This design comes from an exercise in tuning for small area, a short achievable clock period and few clock cycles per item on the open sky130 flow, not from production work. Only simulation tests tie the RTL to the original design; equivalence was not proved. Power and IR drop assume default switching activity.

==> flow/design.v <==
package tsm_pkg;
    localparam logic [1:0] OP_CREATE = 2'd0;
    localparam logic [1:0] OP_RESUME = 2'd1;
    localparam logic [1:0] OP_YIELD  = 2'd2;
    localparam logic [1:0] OP_DONE   = 2'd3;
    localparam logic [1:0] RC_OK            = 2'd0;
    localparam logic [1:0] RC_NO_ROUTINE    = 2'd1;
    localparam logic [1:0] RC_FULL          = 2'd2;
    localparam logic [1:0] RC_NOT_RESUMABLE = 2'd3;
    typedef struct packed {
        logic [1:0] opcode;
        logic [5:0] slot_index;
        logic       has_routine;
    } tsm_req_t;
    typedef struct packed {
        logic [1:0] result_code;
        logic [5:0] slot_out;
        logic       current_valid;
        logic [5:0] current_slot;
        logic [6:0] unfinished_count;
        logic       all_done;
    } tsm_rsp_t;
    typedef struct packed {
        logic       valid;    
        logic       create;   
        logic       nort;     
        logic       resume;
        logic       yield;
        logic       done;
        logic [5:0] idx;
        logic [7:0] idx_lo;    
        logic [7:0] idx_hi;    
    } tsm_cmd_t;
endpackage
module tsm_ctrl (
    input  logic              clk,
    input  logic              rst_n,
    input  logic              start,
    output logic              busy,
    input  tsm_pkg::tsm_req_t request,
    output tsm_pkg::tsm_cmd_t cmd
);
    always_ff @(posedge clk or negedge rst_n)
    begin
        if (!rst_n)
        begin
            cmd.valid  <= 1'b0;
            cmd.create <= 1'b0;
            cmd.nort   <= 1'b0;
            cmd.resume <= 1'b0;
            cmd.yield  <= 1'b0;
            cmd.done   <= 1'b0;
        end
        else
        begin
            cmd.valid  <= start;
            cmd.create <= start && (request.opcode == tsm_pkg::OP_CREATE) && request.has_routine;
            cmd.nort   <= start && (request.opcode == tsm_pkg::OP_CREATE) && !request.has_routine;
            cmd.resume <= start && (request.opcode == tsm_pkg::OP_RESUME);
            cmd.yield  <= start && (request.opcode == tsm_pkg::OP_YIELD);
            cmd.done   <= start && (request.opcode == tsm_pkg::OP_DONE);
        end
    end
    always_ff @(posedge clk)
    begin
        cmd.idx    <= request.slot_index;
        cmd.idx_lo <= 8'd1 << request.slot_index[2:0];
        cmd.idx_hi <= 8'd1 << request.slot_index[5:3];
    end
    assign busy = 1'b0;
endmodule
module tsm_datapath #(
    parameter int SLOTS = 64
) (
    input  logic              clk,
    input  logic              rst_n,
    input  tsm_pkg::tsm_cmd_t cmd,
    output tsm_pkg::tsm_rsp_t result,
    output logic              result_valid
);
    logic [5:0]       stk [SLOTS];
    logic [SLOTS-1:0] alive;
    logic       fv_reg;
    logic [5:0] fcm1_reg;
    logic [6:0] used_reg;
    logic [6:0] live_reg;
    logic       rv_reg;
    logic [5:0] rs_reg;
    logic       nad_reg;    
    logic [1:0] code_reg;
    logic [5:0] slot_reg;
    logic       vr_reg;
    logic       pp_v_reg;
    logic [5:0] pp_s_reg;
    logic       lw_we_reg;
    logic [5:0] lw_wa_reg;
    logic       lw_wd_reg;
    logic       alive_idx;
    logic       alloc_pop, alloc_new, alloc, push, rok;
    logic [5:0] aslot;
    logic       we;
    assign alloc_pop = cmd.create && fv_reg;
    assign alloc_new = cmd.create && !fv_reg && !used_reg[6];
    assign alloc     = alloc_pop || alloc_new;
    assign aslot     = pp_v_reg ? pp_s_reg : (fv_reg ? stk_top : used_reg[5:0]);
    assign push      = cmd.done && rv_reg;
    assign we = alloc || push;
    always_ff @(posedge clk)
    begin
        if (lw_we_reg)
        begin
            alive[lw_wa_reg] <= lw_wd_reg;
        end
    end
    always_ff @(posedge clk)
    begin
        lw_wa_reg <= cmd.create ? aslot : rs_reg;
        lw_wd_reg <= cmd.create;
        pp_s_reg  <= rs_reg;
    end
    logic [7:0] alive_grp;
    always_comb
    begin
        for (int a = 0; a < 8; a++)
        begin
            alive_grp[a] = |(alive[8*a +: 8] & cmd.idx_lo);
        end
    end
    assign alive_idx = (lw_we_reg && (lw_wa_reg == cmd.idx)) ? lw_wd_reg : |(alive_grp & cmd.idx_hi);
    assign rok = cmd.resume && ({1'b0, cmd.idx} < used_reg) && alive_idx
                 && !(rv_reg && (rs_reg == cmd.idx));
    logic       st_dn, st_up, st_hold;
    logic       stk_inv_reg;
    logic [5:0] stk_top;
    logic [5:0] stk_in;
    assign st_dn   = pp_v_reg && !cmd.create;
    assign st_up   = cmd.create && !pp_v_reg;
    assign st_hold = !(st_dn || st_up);
    assign stk_top = stk[0] ^ {6{stk_inv_reg}};
    assign stk_in  = pp_s_reg ^ {6{stk_inv_reg}};
    always_ff @(posedge clk)
    begin
        stk[0] <= ~((st_hold ? stk[0] : 6'd0) | (st_dn ? stk_in : 6'd0)
                    | (st_up ? stk[1] : 6'd0));
        for (int i = 1; i < SLOTS - 1; i++)
        begin
            stk[i] <= ~((st_hold ? stk[i] : 6'd0) | (st_dn ? stk[i-1] : 6'd0)
                        | (st_up ? stk[i+1] : 6'd0));
        end
        stk[SLOTS-1] <= ~((st_hold ? stk[SLOTS-1] : 6'd0) | (st_dn ? stk[SLOTS-2] : 6'd0));
    end
    always_ff @(posedge clk or negedge rst_n)
    begin
        if (!rst_n)
        begin
            fv_reg    <= 1'b0;
            fcm1_reg  <= '0;
            used_reg  <= '0;
            live_reg  <= '0;
            rv_reg    <= 1'b0;
            rs_reg    <= '0;
            nad_reg   <= 1'b0;
            vr_reg    <= 1'b0;
            pp_v_reg  <= 1'b0;
            lw_we_reg <= 1'b0;
            stk_inv_reg <= 1'b0;
        end
        else
        begin
            vr_reg    <= cmd.valid;
            pp_v_reg  <= push;
            lw_we_reg <= we;
            stk_inv_reg <= !stk_inv_reg;
            if (push)
            begin
                fv_reg   <= 1'b1;
                fcm1_reg <= fv_reg ? fcm1_reg + 6'd1 : 6'd0;
            end
            else if (alloc_pop)
            begin
                fv_reg   <= (fcm1_reg != 6'd0);
                fcm1_reg <= fcm1_reg - 6'd1;
            end
            if (alloc_new)
            begin
                used_reg <= used_reg + 7'd1;
            end
            if (alloc)
            begin
                live_reg <= live_reg + 7'd1;
                nad_reg  <= 1'b1;
            end
            else if (push)
            begin
                live_reg <= live_reg - 7'd1;
                nad_reg  <= (live_reg != 7'd1);
            end
            if (rok)
            begin
                rv_reg <= 1'b1;
                rs_reg <= cmd.idx;
            end
            else if (cmd.yield || cmd.done)
            begin
                rv_reg <= 1'b0;
                rs_reg <= '0;
            end
        end
    end
    always_ff @(posedge clk)
    begin
        code_reg[1] <= (cmd.create && !alloc) || (cmd.resume && !rok);
        code_reg[0] <= cmd.nort || (cmd.resume && !rok);
        slot_reg    <= alloc ? aslot : 6'd0;
    end
    assign result.result_code      = code_reg;
    assign result.slot_out         = slot_reg;
    assign result.current_valid    = rv_reg;
    assign result.current_slot     = rs_reg;
    assign result.unfinished_count = live_reg;
    assign result.all_done         = !nad_reg;
    assign result_valid            = vr_reg;
endmodule
module thread_slot_manager #(
    parameter int SLOTS = 64
) (
    input  logic              clk,
    input  logic              rst_n,
    input  logic              start,
    output logic              busy,
    input  logic [8:0]        request,
    output logic              result_valid,
    output logic [22:0]       result
);
    tsm_pkg::tsm_cmd_t cmd;
    tsm_pkg::tsm_req_t request_s;
    tsm_pkg::tsm_rsp_t result_s;
    assign request_s = request;
    assign result    = result_s;
    tsm_ctrl u_ctrl (
        .clk     (clk),
        .rst_n   (rst_n),
        .start   (start),
        .busy    (busy),
        .request (request_s),
        .cmd     (cmd)
    );
    tsm_datapath #(
        .SLOTS (SLOTS)
    ) u_datapath (
        .clk          (clk),
        .rst_n        (rst_n),
        .cmd          (cmd),
        .result       (result_s),
        .result_valid (result_valid)
    );
endmodule
==> flow/run.sh <==
#!/bin/bash
# synth_recipe.tcl (not shown) runs the flow's synth.tcl, then flattens the netlist and writes it again
# the make line also repeats each setting of config.mk as NAME=value (left out here)
make -C /OpenROAD-flow-scripts/flow DESIGN_CONFIG=/design/flow/config.mk WORK_HOME=/design/flow/orfs CLKGATE_MAP_FILE= SYNTH_SCRIPT=/design/flow/synth_recipe.tcl finish
==> flow/config.mk <==
export PLATFORM = sky130hd
export DESIGN_NAME = thread_slot_manager
export DESIGN_NICKNAME = thread_slot_manager
export VERILOG_FILES = /design/flow/design.v
export SDC_FILE = /design/flow/constraint.sdc
export NUM_CORES = 4
export LEC_CHECK = 0
export CAP_MARGIN = 20
export CORE_MARGIN = 2
export CORE_UTILIZATION = 65
export CTS_CLUSTER_DIAMETER = 60
export CTS_CLUSTER_SIZE = 20
export GPL_TIMING_DRIVEN = 0
export SETUP_SLACK_MARGIN = 3.0
export SLEW_MARGIN = 20
==> flow/constraint.sdc <==
create_clock -name core_clock -period 5.0 [get_ports {clk}]
set_input_delay 1.0000 -clock core_clock [delete_from_list [all_inputs] [get_ports {clk}]]
set_output_delay 1.0000 -clock core_clock [all_outputs]
set_load 0.01 [all_outputs]
==> results of run 1 <==
==> how the worst max path moves through the flow <==
| stage | depth (start not counted) | slack, ps | endpoint |
|---|---|---|---|
| finish | 8 | 2840 | u_datapath.alive[24]$_DFFE_PP_ |
| floorplan | 5 | 2980 | u_datapath.rs_reg[0]$_DFFE_PN0P_ |
| global route | 9 | 2700 | u_datapath.alive[47]$_DFFE_PP_ |
| detailed placement | 7 | 2330 | u_datapath.stk[50][2]$_DFF_P_ |
| global placement | 1 | 1740 | u_datapath.lw_we_reg$_DFF_PN0_ |
| CTS | 2 | 2840 | result[14] |
==> power groups by stage <==
stage               Combinational, uW  Clock [uW]  Sequential (uW)
CTS                              2030        2930             6820
global route                     2350        3090             7030
detailed placement               1900           0             6920
floorplan                        1580           0             6590
global placement                 1820           0             6860
finish                           2140        2870             6860
==> timing repair <==
action	in CTS	in global routing
endpoints found under the setup margin	488	448
resized for setup	256	287
hold buffers	0	0
pin swaps	12	34
setup buffers	24	13
gates cloned	1	4
hold endpoints to repair	0	0
==> cell type report <==
cell class,count,share of cell area [%]
sequential,530,52.6
multi-input combinational,830,32.1
clock buffer,48,4.86
buffer,166,4.50
timing repair buffer,78,3.00
tap,384,2.20
inverter,26,0.487
clock inverter,6,0.166
==> worst register-to-register path: stages, from the launching register on <==
cell and delay, ps:
dfxtp_4 370, inv_4 80, ha_4 130, nor3b_4 290
xnor2_2 150, nor2_2 220, nand2_2 180, nor2_1 160
mux2_2 340
==> cell usage in the layout (no fill, tap or decap), drive strengths merged, types with 26 or more instances in the layout <==
cell type  instances
dfxtp            427
a222oi           378
clkbuf           161
buf              121
o21ai            112
edfxtp            64
nor2              48
nand2             45
a22oi             42
dfrtp             39
xnor2             27
inv               26
==> kinds of logic (layout without fill, tap and decap cells) <==
| group | after synthesis | count (layout) |
|---|---|---|
| DFF | 530 | 530 |
| buffers and inverters | 192 | 324 |
| muxes | 22 | 22 |
| xor gates and xnor gates | 41 | 41 |
| other | 1 | 1 |
| and+or+nand+nor | 166 | 166 |
| adders and majority gates | 18 | 18 |
| AOI/OAI and AO/OA | 582 | 582 |
==> through the flow <==
stage | std cells | worst slack [ps] | utilization [%]
5_1_grt | 2068 | 2700 | 76.2
2_1_floorplan | 1552 | 2980 | -
6_report | 2068 | 2840 | 76.2
3_3_place_gp | 1971 | 1740 | 68.9
4_1_cts | 2051 | 2840 | 74.4
3_5_place_dp | 1972 | 2330 | 69.0
==> per-layer routing <==
metal / wire length [um] / part of all wire (%) / track usage, % / vias up
li1: - / - / - / 6774
met1: 18400 / 44 / 36.5 / 7112
met2: 19900 / 48 / 42.8 / 573
met3: 2570 / 6.2 / 3.54 / 98
met4: 1020 / 2.4 / 7.91 / 0
met5: 0 / 0 / 0 / -
==> impl_results.md, run 1 <==
- CTS clk-pin slew, worst paths: about 70 ps
- Cells after Synth: around 1600
- Max Buffers Root-to-Sink: 3
- Via count: ~15000
- First-pass GRT wire length: about 67 mm
- Setup crit end kind: register
- Worst Hold End: u_datapath.vr_reg$_DFF_PN0_
- Register area share after synthesis: between 60% and 70%
- Fillers: around 1900
- Tightest Hold Check Type: register to register
- Die width: between 150 and 200 um
- Reg power frac: a little under 60%
- Final Cell Area: about 22000 um2
- Internal Power: roughly 8600 uW
- Hold Crit Depth: 0
- Final setup violation count: 0
- Setup crit start: u_datapath.lw_wa_reg[0]$_DFF_P_
- Combinational share of power: between 15 and 20%
- Core Region: between 20000 and 30000 um2
- Post-synthesis cell area: between 15000 and 20000 um2
- Hold Vio Cnt, Final: 0
- Crit-path cells: inv_4 -> ha_4 -> nor3b_4 -> xnor2_2 -> nor2_2 -> nand2_2 -> nor2_1 -> mux2_2
- TritonCTS clock tree: built
- Worst VDD drop: between 0.3 and 0.4 mV
- Root Buffer: clkbuf_16
- Synth Area in Adders: about 1.2%
- Vias per cell: 7.04
- Top cells by area, synth: dfxtp_1 45%, a222oi_1 20%, edfxtp_1 10%
- Power per cell area: ~540 nW/um2
- Max Slew Vio Count: 0
- Worst r2r src: u_datapath.lw_wa_reg[0]$_DFF_P_
- Vias in the first global route: around 13000
- Number of flip-flops under the largest register name: roughly 380
- Ratio of cells with drive above 1 in the final layout: between 20% and 30%
- RePlAce Congestion: about 0.85
- Syn. warnings: 3
- Clock Sinks: 530
- Post-synth cell types: slightly below 60
- Critical path's slowest cell: dfxtp_4
- Critical Path RT: between 5000 and 6000 ps
- Placed cell area: 19700 um2
- Hold Path Origin: u_ctrl.cmd[27]$_DFF_PN0_
- Switching power: ~3300 uW
- Die height: approximately 170 um
- Antenna violations before repair: 0
- Post-synthesis async set-or-reset flop share: between 7 and 8%
- Starting DRC count in detailed routing: roughly 2700
- Total CTS buffers: 37
- Port Buf Inserts: 35
- Max Cap Viol: 0
- Crit Path Class: register to register
- Total negative slack: 0 ps
- Sw Ratio: between 20 and 30%
- Clk pwr share: 24.1%
- Fin crit share: roughly 43%
- Syn Nets: about 1600
- GRT Total Usage: about a quarter
- Synth Register Bits: 530
- P&R area growth vs syn: 15.6%
- Die Area: about 30000 um2
- Sequential cell area: 11500 um2
- Multiplexer share of the synthesized area: roughly 1.3%
- Top cell type by total area after synthesis: dfxtp_1
- Worst hold slack: about 360 ps
- Multi-input gate area: approximately 7000 um2
- Fin nets: 1699
- Crit start category: register
- Skew final: around 16 ps
- Wire per inst: approximately 20 um
- Total Wirelength: ~42 mm
- Main combinational cell family by area after synthesis: compound AO/OA/AOI/OAI gates
- Final ANT Viol Nets: 0
- Max-slew headroom: 65.5%
- Std-Cell Rows: 62
- DRC Markers: 0
- Leakage: around 0.008 uW
- DR pass1 iterations: 12
- Count leader, synth: dfxtp_1
- Data arrival time of the critical path: approximately 2400 ps
- Total design power: around 12000 uW
- GRT Residual Overflow: 0
- Largest regs: u_datapath.stk x384, u_datapath.alive x64, u_ctrl.cmd x28
- Unrepaired setup endpoints after global routing: true
- Fmax: 0.463 GHz
- Syn_area_per_cell: approximately 12 um2
- Worst-path maximum fanout: 6
- Detailed Place HPWL: around 26 mm
- Status: complete, no violations
- Number of flops mapped to enable cells by yosys: 64
- H-tree Lvls: 2
- Crit path largest cell delay: about 370 ps
- Top cells by count, synth: 427 x dfxtp_1, 378 x a222oi_1, 140 x clkbuf_1
- Post-synthesis xor/xnor area fraction: around 1.9%
- Reg2Reg Setup Slack: around 2800 ps
- WP buf/inv: 1
- Period minus WS final: ~2200 ps
- ANT cells: 0
- Synth Flop Type: dfxtp_1
- FF-to-FF path depth: 8
- Pin count of the biggest net entering global routing: 33
- Reg with most FFs: u_datapath.stk
- Worst reg2reg endpoint: u_datapath.alive[24]$_DFFE_PP_
- IO Count: 37
- Synth Area in Compound Gates: 26.5%
- Clk latency of the worst-skew pair: around 530 ps
- Post-Synth Simple-Gate Area: 4.43%
- Worst Tran Pin Value: between 500 and 600 ps
- Initial Util: between 60% and 70%
- Yosys top cell area share: between 40% and 50%
- Crit path max-delay family: simple AND/OR/NAND/NOR gates
Testbench counts, summed over its fixed seeds: cycles 12,808, items 12,800.
==> inputs of run 2 (changes only) <==
--- a/flow/design.v
+++ b/flow/design.v
@@ -94,5 +94,6 @@
     logic [5:0] pp_s_reg;
     logic       lw_we_reg;
-    logic [5:0] lw_wa_reg;
+    logic [7:0] lw_lo_reg;   
+    logic [7:0] lw_hi_reg;   
     logic       lw_wd_reg;
     logic       alive_idx;
@@ -100,4 +101,5 @@
     logic [5:0] aslot;
     logic       we;
+    logic [5:0] wa;
     assign alloc_pop = cmd.create && fv_reg;
     assign alloc_new = cmd.create && !fv_reg && !used_reg[6];
@@ -106,14 +108,19 @@
     assign push      = cmd.done && rv_reg;
     assign we = alloc || push;
-    always_ff @(posedge clk)
-    begin
-        if (lw_we_reg)
-        begin
-            alive[lw_wa_reg] <= lw_wd_reg;
-        end
-    end
-    always_ff @(posedge clk)
-    begin
-        lw_wa_reg <= cmd.create ? aslot : rs_reg;
+    assign wa = cmd.create ? aslot : rs_reg;
+    always_ff @(posedge clk)
+    begin
+        for (int i = 0; i < SLOTS; i++)
+        begin
+            if (lw_we_reg && lw_hi_reg[i / 8] && lw_lo_reg[i % 8])
+            begin
+                alive[i] <= lw_wd_reg;
+            end
+        end
+    end
+    always_ff @(posedge clk)
+    begin
+        lw_lo_reg <= 8'd1 << wa[2:0];
+        lw_hi_reg <= 8'd1 << wa[5:3];
         lw_wd_reg <= cmd.create;
         pp_s_reg  <= rs_reg;
@@ -127,5 +134,5 @@
         end
     end
-    assign alive_idx = (lw_we_reg && (lw_wa_reg == cmd.idx)) ? lw_wd_reg : |(alive_grp & cmd.idx_hi);
+    assign alive_idx = (lw_we_reg && |(lw_lo_reg & cmd.idx_lo) && |(lw_hi_reg & cmd.idx_hi)) ? lw_wd_reg : |(alive_grp & cmd.idx_hi);
     assign rok = cmd.resume && ({1'b0, cmd.idx} < used_reg) && alive_idx
                  && !(rv_reg && (rs_reg == cmd.idx));
--- a/flow/config.mk
+++ b/flow/config.mk
@@ -11,5 +11,4 @@
 export CTS_CLUSTER_DIAMETER = 60
 export CTS_CLUSTER_SIZE = 20
-export GPL_TIMING_DRIVEN = 0
 export SETUP_SLACK_MARGIN = 3.0
 export SLEW_MARGIN = 20
==> run 2 against run 1 <==
  * Still clean
  * Non-clock buffer count fell by 148
  * Synthesized cell count down 4.4%
  * Worst hold slack got worse by 2.1 ps
  * Register-to-register slack lost 40 ps
  * First-iteration DRC count rose by 2.2%
  * Global-route usage is 1.9 points lower
  * Clock skew increased by 2.9 ps
==> impl_results.md, run 2 <==
- Status: complete, no violations
- PnR worst setup slack: 2800 ps (-43.4 ps)
- Fillers: 1939 (+1.5%)
- Yosys top cell area share: 46.6% (+1.3 points)
- Vias in the first global route: 12200 (-9.2%)
- RePlAce Congestion: 0.797 (-6.6%)
- H-tree Lvls: 2 (unchanged)
- Antenna violations before repair: 0 (unchanged)
- Register area share after synthesis: 62.1% (+1.4 points)
- Final setup violation count: 0 (unchanged)
- Starting DRC count in detailed routing: 2717 (+2.2%)
- Clock Sinks: 540 (+1.9%)
- Synth Register Bits: 540 (+1.9%)
- Setup crit end kind: register
- Post-synthesis cell area: 18800 um2 (-0.60%)
- Fin nets: 1483 (-13%)
- Core Region: 28500 um2 (-0.27%)
- Final ANT Viol Nets: 0 (unchanged)
- Place WS: 2020 ps (-312 ps)
- Leakage: 0.00794 uW (-0.92%)
- Via count: 13500 (-6.9%)
- Hold Path Origin: u_ctrl.cmd[27]$_DFF_PN0_
- Top cells by count, synth: 437 x dfxtp_1, 378 x a222oi_1, 135 x clkbuf_1
- Post-synth cell types: 56 (-3.4%)
- Post-synthesis async set-or-reset flop share: 7.22% (-0.14 points)
- Syn_area_per_cell: 12.7 um2 (+4.0%)
- Fmax: 0.454 GHz (-2.0%)
- Initial Util: 65.7% (-0.22 points)
- Pin count of the biggest net entering global routing: 116 (+250%)
- Total design power: 12000 uW (+0.79%)
- Std-Cell Rows: 62 (unchanged)
- Crit Path Class: register to register
- Port Buf Inserts: 35 (unchanged)
- Die Area: 30200 um2 (-0.58%)
- GRT Total Usage: 24.2% (-1.9 points)
- Count leader, synth: dfxtp_1
- Reg with most FFs: u_datapath.stk
- Critical Path RT: 5400 ps (+130 ps)
- Largest regs: u_datapath.stk x384, u_datapath.alive x64, u_ctrl.cmd x28
- Total Wirelength: 38.2 mm (-8.7%)
- Number of flip-flops under the largest register name: 384 (unchanged)
- Total CTS buffers: 35 (-5.4%)
- Most frequent cells in the layout: 422 x dfxtp_1, 378 x a222oi_1, 71 x and3_1
- Worst VDD drop: 0.426 mV (+12%)
- Synth Flop Type: dfxtp_1
- FF-to-FF path depth: 8 (unchanged)
- Crit start category: register
- Die height: 174 um (-0.29%)
- Detailed Place HPWL: 19.5 mm (-26%)
- Clk latency of the worst-skew pair: 530 ps (about the same)
- Unrepaired setup endpoints after global routing: true
- Max-slew headroom: 40.8% (-25 points)
- Top cells by area, synth: dfxtp_1 47%, a222oi_1 20%, edfxtp_1 10%
- Max Buffers Root-to-Sink: 3 (unchanged)
- DRC Markers: 0 (unchanged)
- IO Count: 37 (unchanged)
- Final core occ: 73.4% (-2.8 points)
- Hold Crit Depth: 0 (unchanged)
- Top cell type by total area after synthesis: dfxtp_1
- Root Buffer: clkbuf_16
- Die width: 174 um (-0.29%)
- Fin crit share: 44.1% (+0.87 points)
- Hold Vio Cnt, Final: 0 (unchanged)
- DR pass1 iterations: 15 (+3)
- Worst r2r src: u_datapath.used_reg[4]$_DFFE_PN0P_
- Max Slew Vio Count: 0 (unchanged)
- Wire per inst: 20.5 um (+1.4%)
- Worst Tran Pin Value: 888 ps (+371 ps)
- Worst-path maximum fanout: 8 (+2)
- Number of flops mapped to enable cells by yosys: 64 (unchanged)
- P&R area growth vs syn: 11.7%
- Syn Nets: 1509 (-4.6%)
- Power per cell area: 571 nW/um2 (+5.0%)
- CTS clk-pin slew, worst paths: 80 ps (about the same)
- Most common cell after layout, fill and taps aside: dfxtp_1
- TritonCTS clock tree: built
- Vias per cell: 7.28 (+3.4%)
- Cells after Synth: 1483 (-4.4%)
- GRT Residual Overflow: 0 (unchanged)
- Worst hold slack: 354 ps (-2.10 ps)
- Period minus WS final: 2200 ps (+43.4 ps)
- Setup crit start: u_datapath.used_reg[4]$_DFFE_PN0P_
- Skew final: 18.6 ps (+2.89 ps)
- First-pass GRT wire length: 62.2 mm (-7.3%)
- Total negative slack: 0 ps (unchanged)
- Max Cap Viol: 0 (unchanged)
- Tightest Hold Check Type: register to register
- ANT cells: 0 (unchanged)
- Syn. warnings: 3 (unchanged)
- Ratio of cells with drive above 1 in the final layout: 13.8% (-7.7 points)
- Data arrival time of the critical path: 2610 ps (+180 ps)
run 2: cell types whose count changed in the layout (fill, tap and decap cells not counted), sizes merged, moves of 6 or more:
cell,previous run,this run
buf,121,84
o21ai,112,14
mux2i,6,0
a221o,0,6
nand2,45,31
xnor2,27,19
nor4b,2,8
dfxtp,427,437
mux2,16,6
clkbuf,161,46
and3,7,72
a22oi,42,51
a21oi,25,19
run 2: timing repair:
action / 4_1_cts / 5_1_grt
cloned: 3 / 0
resized for setup: 167 / 17
hold buffers: 0 / 0
setup endpoints to repair: 436 / 249
pin swaps: 16 / 7
setup buffers: 34 / 14
run 2: path summary, 6_finish.rpt:
check | end | slack [ps]
worst max-delay path | u_datapath.rs_reg[1]$_DFFE_PN0P_ | 2800
worst min-delay path | u_datapath.vr_reg$_DFF_PN0_ | 350
worst max register to register | u_datapath.rs_reg[1]$_DFFE_PN0P_ | 2800
worst min register to register | u_datapath.vr_reg$_DFF_PN0_ | 350
max in group asynchronous | u_ctrl.cmd[26]$_DFF_PN0_ | 3750
min in group asynchronous | u_datapath.live_reg[3]$_DFFE_PN0P_ | 600
run 2: metal layers:
layer	vias to the layer above	GRT usage (%)	part of all wire [%]
met5	-	0	0
met3	43	3.26	6.5
met4	0	5.74	1.5
li1	6266	-	-
met2	522	39.0	48
met1	6718	35.1	44
run 2: final cells by class:
cell class              instances  area [um2]  area share, %
well taps                     384         480           2.29
clock inverters                11         150          0.716
inverters                      17        67.6          0.322
repair buffers                 96        1050           4.99
clock buffers                  46         978           4.67
flip-flops and latches        540       11700           55.8
multi-input cells             767        6550           31.3
run 2: metrics by stage:
step | std cells | cell area, um2
6_report | 1861 | 21000
5_1_grt | 1861 | 21000
4_1_cts | 1847 | 20800
3_5_place_dp | 1753 | 19100
3_3_place_gp | 1753 | 19100
2_1_floorplan | 1483 | 18800
run 2: power by group:
part	total [uW]	switching (uW)	internal, uW
Sequential	7150	1280	5870
Combinational	1880	736	1140
Clock	2930	1400	1530
run 2: kinds of logic after synthesis:
group           share of synthesized area [%]
mux                                     0.360
xor+xnor                                 1.35
flops                                    62.1
buf+inv                                  3.93
other cells                            0.0200
fa+ha+maj                               0.934
simple gates                             6.60
compound gates                           24.7
run 2: worst max-delay path: stages, from the launching register on:
cell and delay, ps:
dfrtp_1 380, inv_2 70, ha_4 260, and4b_1 200, o21ai_2 70, o211ai_4 410, nor4b_1 140, mux2_4 280
a221o_1 270
Testbench counts of run 2, summed over its fixed seeds: cycles 12,808, items 12,800.
==> inputs of run 3 (changes only) <==
--- a/flow/design.v
+++ b/flow/design.v
@@ -76,4 +76,5 @@
     input  logic              rst_n,
     input  tsm_pkg::tsm_cmd_t cmd,
+    input  logic [5:0]        nxt_idx,
     output tsm_pkg::tsm_rsp_t result,
     output logic              result_valid
@@ -135,6 +136,19 @@
     end
     assign alive_idx = (lw_we_reg && |(lw_lo_reg & cmd.idx_lo) && |(lw_hi_reg & cmd.idx_hi)) ? lw_wd_reg : |(alive_grp & cmd.idx_hi);
-    assign rok = cmd.resume && ({1'b0, cmd.idx} < used_reg) && alive_idx
-                 && !(rv_reg && (rs_reg == cmd.idx));
+    logic lt_used_reg, le_used_reg, inc_used_reg;
+    logic eq_rs_reg, eq_pidx_reg, rok_prev_reg;
+    logic in_range, run_hit;
+    always_ff @(posedge clk)
+    begin
+        lt_used_reg  <= {1'b0, nxt_idx} < used_reg;
+        le_used_reg  <= {1'b0, nxt_idx} <= used_reg;
+        inc_used_reg <= alloc_new;
+        eq_rs_reg    <= (nxt_idx == rs_reg);
+        eq_pidx_reg  <= (nxt_idx == cmd.idx);
+        rok_prev_reg <= rok;
+    end
+    assign in_range = inc_used_reg ? le_used_reg : lt_used_reg;
+    assign run_hit  = rv_reg && (rok_prev_reg ? eq_pidx_reg : eq_rs_reg);
+    assign rok = cmd.resume && in_range && alive_idx && !run_hit;
     logic       st_dn, st_up, st_hold;
     logic       stk_inv_reg;
@@ -259,4 +273,5 @@
         .rst_n        (rst_n),
         .cmd          (cmd),
+        .nxt_idx      (request_s.slot_index),
         .result       (result_s),
         .result_valid (result_valid)
==> run 3 against run 2 <==
  * Clock skew fell by 4.7 ps
  * Combinational power is 5% lower
  * Cell count grew 0.16%
  * Critical path type unchanged
  * Largest cell class unchanged
==> impl_results.md, run 3 <==
- Fin nets: 1490 (+0.47%)
- Crit Path Class: register to register
- Synth Register Bits: 546 (+1.1%)
- Die height: 174 um (+0.28%)
- Max-slew headroom: 38.5% (-2.3 points)
- Post-synthesis async set-or-reset flop share: 7.14% (-0.079 points)
- Critical Path RT: 5440 ps (+40 ps)
- Wire per inst: 21.4 um (+4.3%)
- Worst hold slack: 353 ps (-0.426 ps)
- DR pass1 iterations: 17 (+2)
- Syn Nets: 1522 (+0.86%)
- Leakage: 0.00793 uW (-0.23%)
- Fillers: 1958 (+0.98%)
- Hold Crit Depth: 0 (unchanged)
- Total negative slack: 0 ps (unchanged)
- Unrepaired setup endpoints after global routing: true
- Worst reg2reg endpoint: u_datapath.rs_reg[3]$_DFFE_PN0P_
- Count leader, synth: dfxtp_1
- Fmax: 0.470 GHz (+3.6%)
- GRT Total Usage: 25.2% (+0.97 points)
- Crit-path cells: buf_6 -> a22oi_2 -> a41oi_2 -> a2111o_1 -> buf_6 -> or4_4 -> o221ai_2
- Number of flip-flops under the largest register name: 384 (unchanged)
- Power per cell area: 558 nW/um2 (-2.3%)
- Crit path largest cell delay: 470 ps (+60 ps)
- Final setup violation count: 0 (unchanged)
- CTS clk-pin slew, worst paths: 80 ps (about the same)
- FF-to-FF path depth: 7 (-1)
- Worst-path maximum fanout: 6 (-2)
- Crit start category: register
- Die width: 174 um (+0.28%)
- Worst VDD drop: 0.411 mV (-3.5%)
- Total CTS buffers: 35 (unchanged)
- Worst Tran Pin Value: 923 ps (+34.9 ps)
- Post-synth cell types: 61 (+8.9%)
- Sequential cell area: 11800 um2 (+1.3%)
- Vias per cell: 7.38 (+1.4%)
- Detailed Place HPWL: 19.6 mm (+0.22%)
- Crit path top cell by count: buf_6
- Synth Flop Type: dfxtp_1
- TritonCTS clock tree: built
- Largest regs: u_datapath.stk x384, u_datapath.alive x64, u_ctrl.cmd x28
- Max Cap Viol: 0 (unchanged)
- Register area share after synthesis: 62.3% (+0.28 points)
- Hold Vio Cnt, Final: 0 (unchanged)
- Max Buffers Root-to-Sink: 3 (unchanged)
- Reg2Reg Setup Slack: 2870 ps (+80 ps)
- Clk latency of the worst-skew pair: 530 ps (about the same)
- Post-CTS Hold Buffers: 0 (unchanged)
- Top cells by count, synth: 443 x dfxtp_1, 378 x a222oi_1, 139 x clkbuf_1
- Worst r2r src: u_ctrl.cmd[9]$_SDFF_PP0_
- Ratio of cells with drive above 1 in the final layout: 14.3% (+0.51 points)
- Tightest Hold Check Type: register to register
- Multi-input gate area: 6540 um2 (-0.13%)
- Total Wirelength: 39.9 mm (+4.5%)
- WP buf/inv: 2 (+1)
- Most common cell after layout, fill and taps aside: dfxtp_1
- RePlAce Congestion: 0.805 (+1.0%)
- Setup crit end kind: register
- Vias in the first global route: 12400 (+1.9%)
- Skew final: 13.9 ps (-4.72 ps)
- Crit path max-delay family: compound AO/OA/AOI/OAI gates
- Antenna violations before repair: 0 (unchanged)
- First-pass GRT wire length: 64.0 mm (+3.0%)
- Root Buffer: clkbuf_16
- Initial Util: 65.9% (+0.20 points)
- H-tree Lvls: 2 (unchanged)
- Final Cell Area: 21000 um2 (+0.22%)
- IO Count: 37 (unchanged)
- Reg with most FFs: u_datapath.stk
- Placed cell area: 19200 um2 (+0.63%)
- Fin crit share: 42.5% (-1.5 points)
- Max Slew Vio Count: 0 (unchanged)
- Cells after Synth: 1495 (+0.81%)
- Final ANT Viol Nets: 0 (unchanged)
- ANT cells: 0 (unchanged)
- Most frequent cells in the layout: 419 x dfxtp_1, 378 x a222oi_1, 71 x and3_1
- Std-Cell Rows: 62 (unchanged)
- DRC Markers: 0 (unchanged)
- Period minus WS final: 2130 ps (-76.9 ps)
- Yosys top cell area share: 47.0% (+0.37 points)
- Number of flops mapped to enable cells by yosys: 64 (unchanged)
- Starting DRC count in detailed routing: 3091 (+14%)
- Worst Hold End: u_datapath.vr_reg$_DFF_PN0_
- Critical path's slowest cell: or4_4
- Top cell type by total area after synthesis: dfxtp_1
- Core Region: 28600 um2 (+0.27%)
- Status: complete, no violations
- Hold Path Origin: u_ctrl.cmd[27]$_DFF_PN0_
- Via count: 13800 (+1.5%)
- Post-synthesis cell area: 18900 um2 (+0.57%)
- Pin count of the biggest net entering global routing: 190 (+64%)
- Die Area: 30400 um2 (+0.56%)
- Port Buf Inserts: 35 (unchanged)
- GRT Residual Overflow: 0 (unchanged)
- Data arrival time of the critical path: 2570 ps (-40 ps)
- P&R area growth vs syn: 11.3%
- Clock Sinks: 546 (+1.1%)
- Top cells by area, synth: dfxtp_1 47%, a222oi_1 20%, edfxtp_1 10%
- Syn_area_per_cell: 12.6 um2 (-0.23%)
- Syn. warnings: 3 (unchanged)
==> run 3: cell types whose count changed in the layout (fill, tap and decap cells not counted), moves of 7 or more <==
cell / previous run / this run
a22oi_1: 47 / 30
inv_1: 13 / 26
nor2_1: 49 / 36
a22oi_2: 4 / 16
a211o_1: 1 / 10
buf_4: 41 / 32
dfxtp_4: 0 / 9
nand3_1: 8 / 15
==> run 3: layer usage <==
| metal | vias to the layer above | routed length (um) | track usage [%] |
|---|---|---|---|
| met1 | 6894 | 17800 | 37.0 |
| li1 | 6272 | - | - |
| met4 | 0 | 608 | 6.37 |
| met3 | 48 | 2680 | 3.61 |
| met2 | 541 | 18900 | 39.5 |
| met5 | - | 0 | 0 |
==> run 3: layout make-up <==
cell class                 instances  area share, %
sequential                       546           56.4
multi-input combinational        759           31.1
clock buffer                      46           4.63
clock inverter                     8          0.322
timing repair buffer              92           4.72
tap                              384           2.29
inverter                          29          0.530
==> run 3: worst max path at each step <==
stage                             start                                to  slack, ps  cells past startpoint
2_1_floorplan                request[1]    u_datapath.le_used_reg$_DFF_P_       2970                      8
3_3_place_gp   u_ctrl.cmd[26]$_DFF_PN0_     u_datapath.stk[55][4]$_DFF_P_       1990                      4
3_5_place_dp   u_ctrl.cmd[26]$_DFF_PN0_     u_datapath.stk[34][5]$_DFF_P_       1870                      4
4_1_cts        u_ctrl.cmd[9]$_SDFF_PP0_  u_datapath.rs_reg[0]$_DFFE_PN0P_       2890                      7
5_1_grt        u_ctrl.cmd[9]$_SDFF_PP0_  u_datapath.rs_reg[0]$_DFFE_PN0P_       2830                      6
6_report       u_ctrl.cmd[9]$_SDFF_PP0_  u_datapath.rs_reg[3]$_DFFE_PN0P_       2870                      7
==> run 3: through the flow <==
step / instances / utilization, % / total power (uW) / setup slack, ps
6_report: 1864 / 73.4 / 11700 / 2870
5_1_grt: 1864 / 73.4 / 12300 / 2830
3_5_place_dp: 1765 / 67.1 / 8810 / 1870
4_1_cts: 1853 / 72.7 / 11700 / 2890
3_3_place_gp: 1765 / 67.1 / 8670 / 1990
2_1_floorplan: 1495 / - / 8150 / 2970
==> run 3: cell families (layout without fill, tap and decap cells) <==
kind of cell	Yosys count	after routing	synth area share [%]
compound gates	498	498	24.7
other cells	1	1	0.0199
mux	3	3	0.166
simple gates	207	207	6.02
flops	546	546	62.3
buf+inv	190	175	4.10
xor+xnor	35	35	1.62
fa+ha+maj	15	15	0.994
==> run 3: report_power, final <==
part | internal, uW | switching, uW | total, uW | leakage, uW
clock network | 1390 | 1410 | 2800 | 0.000510
registers | 5890 | 1230 | 7110 | 0.00480
logic | 1090 | 708 | 1790 | 0.00261
==> run 3: repair_timing <==
item | 4_1_cts | 5_1_grt
pin swaps | 14 | 9
cloned | 2 | 0
endpoints found under the setup margin | 458 | 391
setup buffers | 32 | 11
resized for setup | 194 | 31
Testbench counts of run 3, summed over its fixed seeds: cycles 12,808, items 12,800.
==> inputs of run 4 (changes only) <==
--- a/flow/design.v
+++ b/flow/design.v
@@ -127,13 +127,16 @@
         pp_s_reg  <= rs_reg;
     end
-    logic [7:0] alive_grp;
-    always_comb
+    logic [7:0] nxt_lo;
+    logic [7:0] grp_reg;
+    assign nxt_lo = 8'd1 << nxt_idx[2:0];
+    always_ff @(posedge clk)
     begin
         for (int a = 0; a < 8; a++)
         begin
-            alive_grp[a] = |(alive[8*a +: 8] & cmd.idx_lo);
-        end
-    end
-    assign alive_idx = (lw_we_reg && |(lw_lo_reg & cmd.idx_lo) && |(lw_hi_reg & cmd.idx_hi)) ? lw_wd_reg : |(alive_grp & cmd.idx_hi);
+            grp_reg[a] <= (lw_we_reg && lw_hi_reg[a] && |(lw_lo_reg & nxt_lo)) ? lw_wd_reg
+                                                                               : |(alive[8*a +: 8] & nxt_lo);
+        end
+    end
+    assign alive_idx = (lw_we_reg && |(lw_lo_reg & cmd.idx_lo) && |(lw_hi_reg & cmd.idx_hi)) ? lw_wd_reg : |(grp_reg & cmd.idx_hi);
     logic lt_used_reg, le_used_reg, inc_used_reg;
     logic eq_rs_reg, eq_pidx_reg, rok_prev_reg;
==> run 4 against run 3 <==
  * Synthesized area rose by 2.8%
  * Fmax rose by 2.4%
  * Combinational power fell by 9%
  * Clock skew rose by 17 ps
  * Power fell by 0.23%
  * Non-clock buffer count fell by 4
  * First-iteration DRC count fell by 19%
  * Sequential share of layout area fell by 0.64 points
  * Die area rose by 2.7%
  * Sequential power fell by 1%
  * Clock-buffer cell count did not move
  * Global-route usage fell by 0.70 points
  * Largest cell class unchanged
==> impl_results.md, run 4 <==
- IO Count: 37 (unchanged)
- Clk pwr share: 25.9% (+2.0 points)
- Critical path's slowest cell: dfrtp_2
- Antenna violations before repair: 0 (unchanged)
- Worst-path maximum fanout: 2 (-4)
- Reg power frac: 60.2% (-0.5 points)
- Clock Sinks: 554 (+1.5%)
- Final ANT Viol Nets: 0 (unchanged)
- Top cells by count, synth: 451 x dfxtp_1, 378 x a222oi_1, 139 x clkbuf_1
- Metal3 WL: 2.30 mm (-14%)
- Max Slew Vio Count: 0 (unchanged)
- Internal Power: 8440 uW (+0.95%)
- Max Buffers Root-to-Sink: 3 (unchanged)
- Worst reg2reg endpoint: u_datapath.rs_reg[0]$_DFFE_PN0P_
- Fillers: 2053 (+4.9%)
- Critical Path RT: 4000 ps (-1440 ps)
- Total Wirelength: 40.0 mm (+0.19%)
- Period minus WS final: 2080 ps (-50.2 ps)
- Hold Crit Depth: 0 (unchanged)
- First-pass GRT wire length: 64.1 mm (about the same)
- Worst VDD drop: 0.500 mV (+22%)
- Count leader, synth: dfxtp_1
- Number of flip-flops under the largest register name: 384 (unchanged)
- Max layer used: met4
- Std-Cell Rows: 63 (+1.6%)
- Yosys top cell area share: 46.5% (-0.45 points)
- Hold Path Origin: u_ctrl.cmd[27]$_DFF_PN0_
- Crit Path Class: register to output pin
- Placed cell area: 19800 um2 (+3.1%)
- WP buf/inv: 1 (-1)
- Total design power: 11700 uW (-0.23%)
- H-tree Lvls: 2 (unchanged)
- Inst Count DP: 1824 (+3.3%)
- Leakage: 0.00813 uW (+2.5%)
- Hold Vio Cnt, Final: 0 (unchanged)
- Syn_area_per_cell: 12.5 um2 (-0.67%)
- Core Region: 29500 um2 (+3.0%)
- Total negative slack: 0 ps (unchanged)
- Worst hold slack: 353 ps (-0.656 ps)
- Combinational share of power: 13.9% (-1.4 points)
- ANT cells: 0 (unchanged)
- Clk latency of the worst-skew pair: 540 ps (about the same)
- Unrepaired setup endpoints after global routing: true
- Final setup violation count: 0 (unchanged)
- Register area share after synthesis: 61.5% (-0.86 points)
- Post-synth cell types: 72 (+18%)
- GRT Residual Overflow: 0 (unchanged)
- Vias in the first global route: 12700 (+1.8%)
- Port Buf Inserts: 35 (unchanged)
- Largest regs: u_datapath.stk x384, u_datapath.alive x64, u_ctrl.cmd x28
- Detailed Place HPWL: 20.8 mm (+6.5%)
- Crit path max-delay family: flip-flops
- DR pass1 iterations: 13 (-4)
- Worst r2r src: u_datapath.lw_lo_reg[3]$_SDFF_PP0_
- Met2 routed WL: 19.3 mm (+2.4%)
- Max Cap Viol: 0 (unchanged)
- Ratio of cells with drive above 1 in the final layout: 12.6% (-1.7 points)
- Initial Util: 65.8% (-0.13 points)
- Max-slew headroom: 41.7% (+3.2 points)
- Crit-path cells: buf_6
- Die height: 177 um (+1.4%)
- P&R area growth vs syn: 10.7%
- Root Buffer: clkbuf_16
- Top cell type by total area after synthesis: dfxtp_1
- Crit start category: register
- Setup crit end kind: output pin
- Vias per cell: 7.33 (-0.70%)
- Crit path largest cell delay: 430 ps (-40 ps)
- DRC Markers: 0 (unchanged)
- Met1 WL: 17.5 mm (-1.4%)
- Post-synthesis cell area: 19400 um2 (+2.8%)
- Die Area: 31200 um2 (+2.7%)
- Data arrival time of the critical path: 1080 ps (-1490 ps)
- Switching power: 3240 uW (-3.2%)
- Cells after Synth: 1547 (+3.5%)
- Status: complete, no violations
- RePlAce Congestion: 0.830 (+3.1%)
- Synth Flop Type: dfxtp_1
- Number of flops mapped to enable cells by yosys: 64 (unchanged)
- Syn Nets: 1574 (+3.4%)
- Synth Register Bits: 554 (+1.5%)
- Post-CTS Hold Buffers: 0 (unchanged)
- Total CTS buffers: 37 (+5.7%)
- Reg with most FFs: u_datapath.stk
- GRT Total Usage: 24.5% (-0.70 points)
- TritonCTS clock tree: built
- Reg2Reg Setup Slack: 3100 ps (+230 ps)
- Worst Hold End: u_datapath.vr_reg$_DFF_PN0_
- Wire per inst: 20.9 um (-2.6%)
- CTS clk-pin slew, worst paths: 70 ps (about the same)
- Pin count of the biggest net entering global routing: 121 (-36%)
- Fmax: 0.482 GHz (+2.4%)
- Skew final: 30.4 ps (+16.6 ps)
- FF-to-FF path depth: 5 (-2)
- Final Cell Area: 21500 um2 (+2.2%)
- Fin crit share: 41.5% (-1.0 points)
- Post-synthesis async set-or-reset flop share: 7.04% (-0.10 points)
- Sw Ratio: 27.7% (-0.85 points)
- Most frequent cells in the layout: 438 x dfxtp_1, 378 x a222oi_1, 72 x and3_1
- Non-Filler Instances: 1918 (+2.9%)
- Via count: 14100 (+2.2%)
- Tightest Hold Check Type: register to register
- Starting DRC count in detailed routing: 2509 (-19%)
- Top cells by area, synth: dfxtp_1 47%, a222oi_1 20%, edfxtp_1 9.9%
- Most common cell after layout, fill and taps aside: dfxtp_1
- Syn. warnings: 3 (unchanged)
- Worst Tran Pin Value: 875 ps (-48.3 ps)
- Power per cell area: 544 nW/um2 (-2.4%)
- Fin nets: 1537 (+3.2%)
- Die width: 177 um (+1.4%)
==> run 4: cell count changes after synthesis, moves of 8 or more <==
| cell | delta |
|---|---|
| a211o_1 | -9 |
| mux2i_1 | +14 |
| mux4_2 | +8 |
| nand2_1 | +25 |
| o21ai_0 | +9 |
| nor2_1 | +10 |
| a22oi_1 | -23 |
| dfxtp_1 | +8 |
==> run 4: timing repair <==
action,4_1_cts,5_1_grt
pin swaps,2,3
setup endpoints to repair,446,280
resized for setup,171,22
cloned,3,1
setup buffers,25,8
==> run 4: stage by stage <==
step / util [%] / setup slack, ps
after floorplan: - / 2740
after global placement: 67.2 / 1450
after detailed placement: 67.2 / 1380
after CTS: 72.4 / 2910
after global routing: 72.8 / 2890
final: 72.8 / 2920
==> run 4: logic make-up after synthesis <==
logic type	after synthesis	synth area share [%]
simple gates	228	6.13
buf+inv	190	3.99
flops	554	61.5
mux	29	2.12
xor+xnor	35	1.58
compound gates	495	23.7
fa+ha+maj	15	0.968
other cells	1	0.0193
==> run 4: worst max-delay path by stage <==
stage	start	end	slack, ps	cells past startpoint
floorplan	request[2]	u_datapath.grp_reg[7]$_DFF_P_	2740	4
global placement	request[1]	u_datapath.grp_reg[7]$_DFF_P_	1450	6
detailed placement	request[1]	u_datapath.grp_reg[7]$_DFF_P_	1380	6
CTS	u_datapath.nad_reg$_DFFE_PN0P_	result[0]	2910	2
global route	u_datapath.nad_reg$_DFFE_PN0P_	result[0]	2890	2
finish	u_datapath.live_reg[2]$_DFFE_PN0P_	result[3]	2920	1
==> run 4: per-layer routing <==
metal,GRT usage (%),up-vias
met3,3.26,77
li1,-,6453
met2,40.2,475
met4,6.47,0
met5,0,-
met1,34.4,7050
==> run 4: layout make-up <==
class / count / area, um2 / share of cell area, %
Tap cell: 390 / 488 / 2.27
Clock inverter: 11 / 135 / 0.629
Clock buffer: 46 / 1020 / 4.76
Inverter: 26 / 110 / 0.513
Sequential cell: 554 / 12000 / 55.7
Timing Repair Buffer: 88 / 993 / 4.63
Multi-Input combinational cell: 803 / 6760 / 31.5
==> run 4: power by group through the flow <==
stage                     sequential [uW]  combinational (uW)  clock [uW]
after floorplan                      6790                1260           0
after global placement               7060                1430           0
after detailed placement             7100                1520           0
after CTS                            7000                1620        3100
after global routing                 7220                1820        3270
final                                7040                1620        3030
Testbench counts of run 4, summed over its fixed seeds: cycles 12,808, items 12,800.

## separate check: timing with driven ports
In the flow no input, the clock included, has a driving cell. The finished layouts below were timed again as built, in two steps. Step 1, drivers: a clkbuf_16 drives clk and a buf_2 each remaining input, both assumed. Step 2 adds t to the input delays and takes it off the output delays; t is the mean of the earliest and latest rising clock arrival at the registers after step 1. Input paths then give back, and output paths get back, about the clock's delay inside the block. Three values: ideal ports, drivers, drivers and shift; two values: the first two.
| run | t, ns | setup slack, ns | worst data-port slew with drivers (ns) | pins driven straight from the clock port |
|---|---|---|---|---|
| run 1 | 0.570 | 2.840 / 2.799 / 2.840 | 0.04 | 1 |
| run 2 | 0.570 | 2.797 / 2.797 / 2.797 | 0.04 | 1 |
| run 3 | 0.575 | 2.874 / 2.855 / 2.514 | 0.03 | 1 |
| run 4 | 0.579 | 2.924 / 2.873 / 2.471 | 0.05 | 1 |
After both steps setup and hold are still met in every run listed. The setup slack of run 4, which loses most, moves by -0.051 ns with the drivers and by -0.453 ns with both steps.
